This design comes from an exercise in tuning for a short achievable clock period and few clock cycles on the open sky130 flow, not from production work.
No functional check of the RTL was part of this run.
Power is estimated from default activity; no workload was simulated.

### design/flow/config.mk
export PLATFORM = sky130hd
export DESIGN_NAME = mips_core
export DESIGN_NICKNAME = mips_core
export VERILOG_FILES = /design/flow/design.v
export SDC_FILE = /design/flow/constraint.sdc
export NUM_CORES = 4
export LEC_CHECK = 0
export ABC_CLOCK_PERIOD_IN_PS = 2500
export CAP_MARGIN = 20
export CORE_MARGIN = 2
export CORE_UTILIZATION = 40
export SETUP_SLACK_MARGIN = 3.8
export SLEW_MARGIN = 20
### design/flow/constraint.sdc
create_clock -name core_clock -period 6.5 [get_ports {clk}]
set_input_delay 1.3000 -clock core_clock [delete_from_list [all_inputs] [get_ports {clk}]]
set_output_delay 1.3000 -clock core_clock [all_outputs]
set_load 0.01 [all_outputs]
### design/flow/design.v
package mips_pkg;
    typedef logic [32-1:0]       word_t;
    typedef logic [5-1:0] reg_addr_t;
    typedef enum logic [5:0] {
        OP_SPECIAL = 6'h00,
        OP_BEQ     = 6'h04,
        OP_BNE     = 6'h05,
        OP_ADDIU   = 6'h09,
        OP_ORI     = 6'h0d,
        OP_LW      = 6'h23,
        OP_SW      = 6'h2b
    } opcode_e;
    typedef enum logic [5:0] {
        F_ADDU = 6'h21,
        F_SUBU = 6'h23,
        F_AND  = 6'h24,
        F_OR   = 6'h25,
        F_XOR  = 6'h26,
        F_SLT  = 6'h2a
    } funct_e;
    typedef struct packed {
        logic [5:0] opcode;
        reg_addr_t  rs;
        reg_addr_t  rt;
        reg_addr_t  rd;
        logic [4:0] shamt;
        logic [5:0] funct;
    } instr_t;
    typedef enum logic [2:0] {
        ALU_ADD,
        ALU_SUB,
        ALU_AND,
        ALU_OR,
        ALU_XOR,
        ALU_SLT
    } alu_op_e;
    typedef struct packed {
        alu_op_e alu_op;
        logic    use_imm;        
        logic    imm_zero_ext;
        logic    gpr_we;
        logic    wa_is_rd;       
        logic    mem_read;
        logic    mem_write;
        logic    branch;
        logic    branch_ne;
    } ctrl_t;
    typedef enum logic [1:0] {
        FWD_REG,
        FWD_MEM,
        FWD_WB
    } fwd_sel_e;
    function automatic word_t fwd_select(fwd_sel_e sel, word_t reg_val, word_t mem_val,
                                         word_t wb_val);
        word_t val;
        case (sel)
            mips_pkg::FWD_MEM: val = mem_val;
            mips_pkg::FWD_WB:  val = wb_val;
            default: val = reg_val;
        endcase
        fwd_select = val;
    endfunction
endpackage
`timescale 1ns/1ns
module mips_core (
    input  logic            clk,
    input  logic            rst,
    output mips_pkg::word_t iport_addr_o,
    input  mips_pkg::word_t iport_data_i,
    output mips_pkg::word_t dport_addr_o,
    output mips_pkg::word_t dport_wdata_o,
    output logic            dport_we_o,
    output logic            dport_re_o,
    input  mips_pkg::word_t dport_rdata_i
);
    typedef logic [31:0] word_t;
    typedef logic [4:0]  ra_t;
    function automatic word_t add32(word_t x, word_t y);
        word_t p, g, pp;
        p  = x ^ y;
        g  = x;
        g[0] = x[0] & y[0];
        pp = p;
        for (int l = 1; l < 32; l = l * 2) begin
            for (int i = 31; i >= l; i--) begin
                g[i]  = pp[i] ? g[i - l] : g[i];
                pp[i] = pp[i] & pp[i - l];
            end
        end
        add32 = p ^ {g[30:0], 1'b0};
    endfunction
    word_t pc;
    word_t id_instr;
    word_t id_pc4;
    word_t id_ra, id_rb;             
    word_t ex_a, ex_b, ex_t;         
    logic  ex_fwd_a, ex_fwd_b, ex_fwd_t;
    logic  ex_sub, ex_add, ex_and, ex_or, ex_xor, ex_slt;
    logic  ex_br, ex_bne;
    logic  ex_ld, ex_st, ex_we;
    ra_t   ex_wa;
    word_t mem_res;
    word_t mem_wdata;
    logic  mem_ld, mem_st, mem_we;
    ra_t   mem_wa;
    word_t wb_data;
    logic  wb_we;
    ra_t   wb_wa;
    word_t regs [1:31];
    ra_t   f_rs, f_rt;
    word_t f_ra, f_rb;
    assign f_rs = iport_data_i[25:21];
    assign f_rt = iport_data_i[20:16];
    assign f_ra = (f_rs == 5'd0) ? 32'd0 : (wb_we && wb_wa == f_rs) ? wb_data : regs[f_rs];
    assign f_rb = (f_rt == 5'd0) ? 32'd0 : (wb_we && wb_wa == f_rt) ? wb_data : regs[f_rt];
    logic [5:0]  op, fn;
    ra_t         rs, rt, rd;
    logic [15:0] imm;
    logic        d_r, d_addu, d_subu, d_and, d_or, d_xor, d_slt;
    logic        d_addiu, d_ori, d_lw, d_sw, d_beq, d_bne, d_br;
    logic        d_we;
    ra_t         d_wa;
    assign op  = id_instr[31:26];
    assign rs  = id_instr[25:21];
    assign rt  = id_instr[20:16];
    assign rd  = id_instr[15:11];
    assign fn  = id_instr[5:0];
    assign imm = id_instr[15:0];
    assign d_addu  = op == 6'h00 && fn == 6'h21;
    assign d_subu  = op == 6'h00 && fn == 6'h23;
    assign d_and   = op == 6'h00 && fn == 6'h24;
    assign d_or    = op == 6'h00 && fn == 6'h25;
    assign d_xor   = op == 6'h00 && fn == 6'h26;
    assign d_slt   = op == 6'h00 && fn == 6'h2a;
    assign d_r     = d_addu | d_subu | d_and | d_or | d_xor | d_slt;
    assign d_addiu = op == 6'h09;
    assign d_ori   = op == 6'h0d;
    assign d_lw    = op == 6'h23;
    assign d_sw    = op == 6'h2b;
    assign d_beq   = op == 6'h04;
    assign d_bne   = op == 6'h05;
    assign d_br    = d_beq | d_bne;
    assign d_wa = d_r ? rd : rt;
    assign d_we = (d_r | d_addiu | d_ori | d_lw) && d_wa != 5'd0;
    logic  ex_hit_a, ex_hit_b, mem_hit_a, mem_hit_b, wb_hit_a, wb_hit_b;
    word_t mem_val;
    word_t val_a, val_b;
    assign ex_hit_a  = ex_we  && ex_wa  == rs;
    assign ex_hit_b  = ex_we  && ex_wa  == rt;
    assign mem_hit_a = mem_we && mem_wa == rs;
    assign mem_hit_b = mem_we && mem_wa == rt;
    assign wb_hit_a  = wb_we  && wb_wa  == rs;
    assign wb_hit_b  = wb_we  && wb_wa  == rt;
    assign mem_val = mem_ld ? dport_rdata_i : mem_res;
    assign val_a = mem_hit_a ? mem_val : wb_hit_a ? wb_data : id_ra;
    assign val_b = mem_hit_b ? mem_val : wb_hit_b ? wb_data : id_rb;
    word_t imm_ext;
    logic  d_use_imm;
    assign imm_ext   = d_ori ? {16'h0, imm} : {{16{imm[15]}}, imm};
    assign d_use_imm = d_addiu | d_ori | d_lw | d_sw;
    word_t id_target;
    logic  id_late, id_redirect;
    assign id_target   = add32(id_pc4, {{14{imm[15]}}, imm, 2'b00});
    assign id_late     = ex_hit_a || ex_hit_b;
    assign id_redirect = d_br && (id_late || ((val_a == val_b) != d_bne));
    word_t a, b, t;
    word_t sum;
    word_t alu;
    logic  slt;
    logic  ex_taken, mispredict;
    assign a = ex_fwd_a ? (mem_val ^ {32{ex_sub}}) : ex_a;
    assign b = ex_fwd_b ? mem_val : ex_b;
    assign t = ex_fwd_t ? mem_val : ex_t;
    assign sum = add32(a, b) ^ {32{ex_sub}};
    assign slt = (a[31] == b[31]) ? ~b[31] : sum[31];
    word_t logic_res;
    assign logic_res = ((a ^ b) & {32{ex_or | ex_xor}}) | (~(a ^ b) & a & {32{ex_and | ex_or}});
    assign alu = ({32{ex_add}} & sum) | logic_res | {31'd0, ex_slt & slt};
    assign ex_taken   = (a == t) != ex_bne;
    assign mispredict = ex_br && !ex_taken;
    word_t pc4;
    assign pc4          = add32(pc, 32'd4);
    assign iport_addr_o = pc;
    always_ff @(posedge clk) begin
        if (rst) begin
            pc <= 32'h0000_0000;
        end else if (mispredict) begin
            pc <= id_pc4;
        end else begin
            pc <= id_redirect ? id_target : pc4;
        end
    end
    always_ff @(posedge clk) begin
        if (rst || mispredict) begin
            id_instr <= 32'd0;               
        end else begin
            id_instr <= iport_data_i;
        end
        id_pc4 <= pc4;
        id_ra  <= f_ra;
        id_rb  <= f_rb;
    end
    always_ff @(posedge clk) begin
        ex_a      <= (d_subu | d_slt) ? ~val_a : val_a;
        ex_b      <= d_use_imm ? imm_ext : val_b;
        ex_t      <= val_b;
        ex_fwd_a  <= ex_hit_a;
        ex_fwd_b  <= ex_hit_b && !d_use_imm;
        ex_fwd_t  <= ex_hit_b;
        ex_wa     <= d_wa;
        ex_bne    <= d_bne;
        ex_sub    <= d_subu | d_slt;
        ex_add    <= d_addu | d_subu | d_addiu | d_lw | d_sw;
        ex_and    <= d_and;
        ex_or     <= d_or | d_ori;
        ex_xor    <= d_xor;
        ex_slt    <= d_slt;
        if (rst) begin
            ex_br <= 1'b0;
            ex_ld <= 1'b0;
            ex_st <= 1'b0;
            ex_we <= 1'b0;
        end else begin
            ex_br <= d_br && id_late;
            ex_ld <= d_lw;
            ex_st <= d_sw;
            ex_we <= d_we;
        end
    end
    always_ff @(posedge clk) begin
        mem_res   <= alu;
        mem_wdata <= t;
        mem_wa    <= ex_wa;
        if (rst) begin
            mem_ld <= 1'b0;
            mem_st <= 1'b0;
            mem_we <= 1'b0;
        end else begin
            mem_ld <= ex_ld;
            mem_st <= ex_st;
            mem_we <= ex_we;
        end
    end
    assign dport_addr_o  = mem_res;
    assign dport_wdata_o = mem_wdata;
    assign dport_we_o    = mem_st;
    assign dport_re_o    = mem_ld;
    always_ff @(posedge clk) begin
        wb_data <= mem_val;
        wb_wa   <= mem_wa;
        wb_we   <= rst ? 1'b0 : mem_we;
    end
    always_ff @(posedge clk) begin
        if (wb_we) regs[wb_wa] <= wb_data;
    end
endmodule
### design/flow/run.sh
#!/bin/bash
# synth_recipe.tcl (not shown) runs the flow's synth.tcl, then flattens the netlist and writes it again
# the make line also repeats each setting of config.mk as NAME=value (left out here)
make -C /OpenROAD-flow-scripts/flow DESIGN_CONFIG=/design/flow/config.mk WORK_HOME=/design/flow/orfs CLKGATE_MAP_FILE= SYNTH_SCRIPT=/design/flow/synth_recipe.tcl finish
==> flow_summary.json <==
{
  "p_leak_nw": 29.31,
  "gp_congestion": 0.8883,
  "cts_root_buffer": "clkbuf_16",
  "yosys-top-cells-count": "992 x edfxtp_1, 442 x mux4_2, 385 x dfxtp_1",
  "layout_setup_ws_ps": 2381,
  "drv_slew": 0,
  "synthFlopType": "edfxtp_1",
  "power_density_mw_per_mm2": 263.2,
  "rsz0062_at_grt": "yes",
  "hp-class": "flip-flop to flip-flop",
  "finClkSkew_ps": 23.93,
  "start_util_pct": 40.33,
  "syn_inst": 4790,
  "yosys-top-cells-area": "edfxtp_1 45%, mux4_2 15%, dfxtp_1 12%",
  "critPathBufInv": 2,
  "rows": 149,
  "cts_made_buffers": 148,
  "io_pins": 164,
  "period_share_pct": 63.37,
  "syn-num-nets": 4889,
  "cp.arrival_ps": 4860,
  "viasPerCell": 6.236,
  "grt_pass1_vias": 46080,
  "core_area_mm2": 0.1652,
  "hold_viol_final": 0,
  "crit_fanout": 8,
  "peakVddDrop_v": 0.0002994,
  "clock_path_buffers": 3,
  "critPathLaunchType": "flip-flop",
  "grt_antenna_before_repair": 3,
  "layout_min_cycle_time_ps": 4119,
  "route.detailed.drc": 0,
  "syn_to_final_growth_pct": 24.81,
  "yosysMostFrequentCell": "edfxtp_1",
  "setup_viol": 0,
  "num_vias": 46710,
  "regArea_mm2": 0.03771,
  "synth_edf_count": 992,
  "drv_cap": 0,
  "post_drt_wl_per_cell_um": 30.67,
  "die-area_mm2": 0.1698,
  "cts_tree": "done",
  "ys_types": 87,
  "dp_hpwl_um": 131000,
  "antennaDiodeCount": 0,
  "clkSinkCount": 1377,
  "syn_area_mm2": 0.06662,
  "end_kind": "flip-flop",
  "final_antenna_net_count": 0,
  "tightestPinTransition_ps": 1055,
  "die_w_um": 412.1,
  "setup_tns_ps": 0,
  "grt_overflow": 0,
  "insertion_delay_ps": 810,
  "synth_top_area_share_pct": 44.71,
  "path_clk_slew_ps": 60,
  "fillCellCount": 13780,
  "max_stage_delay_ps": 500,
  "place_ws_ps": 996.4,
  "die_h_um": 412.1,
  "multi_input_area_mm2": 0.03142,
  "grt_use_total_pct": 26.35,
  "critical_path_class": "flip-flop to flip-flop",
  "timing.rr.start": "id_instr[19]",
  "drt-pass1-iter-count": 8,
  "fmax_mhz": 242.8,
  "holdWs_ps": 375.9,
  "async_flop_share_pct": 0,
  "status": "timing/DRC/antenna clean",
  "startpoint": "id_instr[19]",
  "min-delay-start": "pc[0]",
  "cpMaxStageDelayCell": "or4b_4",
  "cp_cell_sequence": "xor2_1 > nor4_1 > and3_4 > buf_12 > buf_16 > mux2i_4 > xor2_1 > o221ai_2 > nand4_1 > nor4_4 > a2111oi_4 > or3_4 > or4b_4 > nand3_1",
  "numPortBuffers": 163,
  "drt_iter0_drc": 5553,
  "wl_um": 229700,
  "worstPathRequired_ps": 7240,
  "yosys_warnings": 1,
  "drive_gt1_share_pct": 37.29,
  "grt_pass1_wl_um": 325700,
  "syn_avg_cell_area_um2": 13.91,
  "nets": 5276,
  "cts_max_level": 4,
  "max_slew_margin_pct": 29.59,
  "crit_family": "simple AND/OR/NAND/NOR gates",
  "synth_seq_cells": 1377,
  "seq_area_frac_synth_pct": 56.28,
  "yosysTopAreaCell": "edfxtp_1",
  "grt_start_max_net_pins": 73,
  "path_common_cell": "xor2_1"
}
-- cell usage in the layout (no fill, tap or decap), types with 40 or more instances in the layout --
master     netlist  routed
buf_6            6      68
mux2i_4          2      69
dfxtp_1        385     277
nor2_1         334     294
xor2_1         129     121
buf_2           22      78
clkbuf_16        0     161
mux4_2         442     442
o21ai_0        119      89
inv_1           78      53
buf_4           12     291
o221ai_1        66      56
a21oi_1        370     326
mux2i_1        309     213
nand3_1         48      42
mux2_2          86      46
nor3_1         101      80
edfxtp_1       992     992
xnor2_1        177     138
nor2b_1         52      46
dfxtp_2          0      76
nand2_1        176     167
mux2_4           0      40
a221oi_2         0      65
-- metrics by stage --
step | cells | util (%) | power, mW | cell area [um^2]
finish | 7490 | 50.34 | 21.89 | 83150
global route | 7490 | 50.34 | 22.51 | 83150
CTS | 7415 | 49.23 | 21.72 | 81310
detailed placement | 6912 | 43.73 | 12.78 | 72230
global placement | 6912 | 43.73 | 12.77 | 72230
floorplan | 4790 | - | 11.90 | 68670
-- worst paths after layout --
check         endpoint  slack (ps)  depth (start not counted)
min reg2reg  id_pc4[0]         380                          0
max             pc[26]        2380                         14
min          id_pc4[0]         380                          0
max reg2reg     pc[26]        2380                         14
-- metal layers --
layer  track usage (%)  routed length (um)  vias to the layer above
met5                 0                  13                        -
met1             35.61               92600                    24180
met2             42.46              108900                     2399
met3             4.352               18550                      491
met4             10.49                9653                        2
li1                  -                   -                    19630
-- logic make-up (layout without fill, tap and decap cells) --
family	Yosys count	after routing	synth area share (%)
flops	1377	1377	56.28
buf+inv	452	949	2.740
xor+xnor	307	307	4.057
mux	840	840	21.13
compound gates	849	849	8.436
fa+ha+maj	39	39	0.7099
simple gates	926	940	6.650
-- registers in the layout (all words and copies together), names as in the netlist, 32 cells and up --
register,flops
mem_res,32
ex_t,32
id_pc4,32
id_ra,32
id_instr,32
id_rb,32
regs,992
wb_data,32
ex_a,32
mem_wdata,32
ex_b,32
pc,32
-- power breakdown --
part	internal (mW)	switching, mW
sequential	9.65	0.259
clock	4.96	3.61
combinational	1.52	1.88
-- layout make-up --
type	instances	share of cell area [%]
multi-input combinational	2975	37.78
inverter	78	0.3807
tap	2189	3.294
clock inverter	75	0.8953
timing repair buffer	597	7.325
clock buffer	199	4.973
sequential	1377	45.35
-- what timing repair did --
item	CTS	global route
cloned	28	10
endpoints found under the setup margin	691	371
gates resized for setup	911	216
hold buffers	0	0
setup buffers	201	65
pin swaps	133	107

[separate check: timing with driven ports]
No port has a modelled driver above. Below, the same layout with a new extraction and two added sets of constraints.
Step 1 assumes that a clkbuf_16 drives the clock port and a buf_2 every other input.
Step 2 moves the port delays by t, midway between the first and last clock arrival at a register: inputs arrive t later, outputs are due t later. That takes back most of the time a late clock gives input paths.
Three values: ideal ports, drivers, drivers and shift; two values: the first two.
t (ns): 0.888
setup WS [ns]: 2.381 / 2.381 / 1.681
latest minus earliest clock arrival (ns): 0.032 / 0.032
slew at the worst register clock pin (ns): 0.07 / 0.07
pins driven straight from the clock port: 1
After both steps this run still meets setup and hold. For this run, drivers alone change the setup slack by 0.000 ns; drivers and shift together by -0.700 ns.
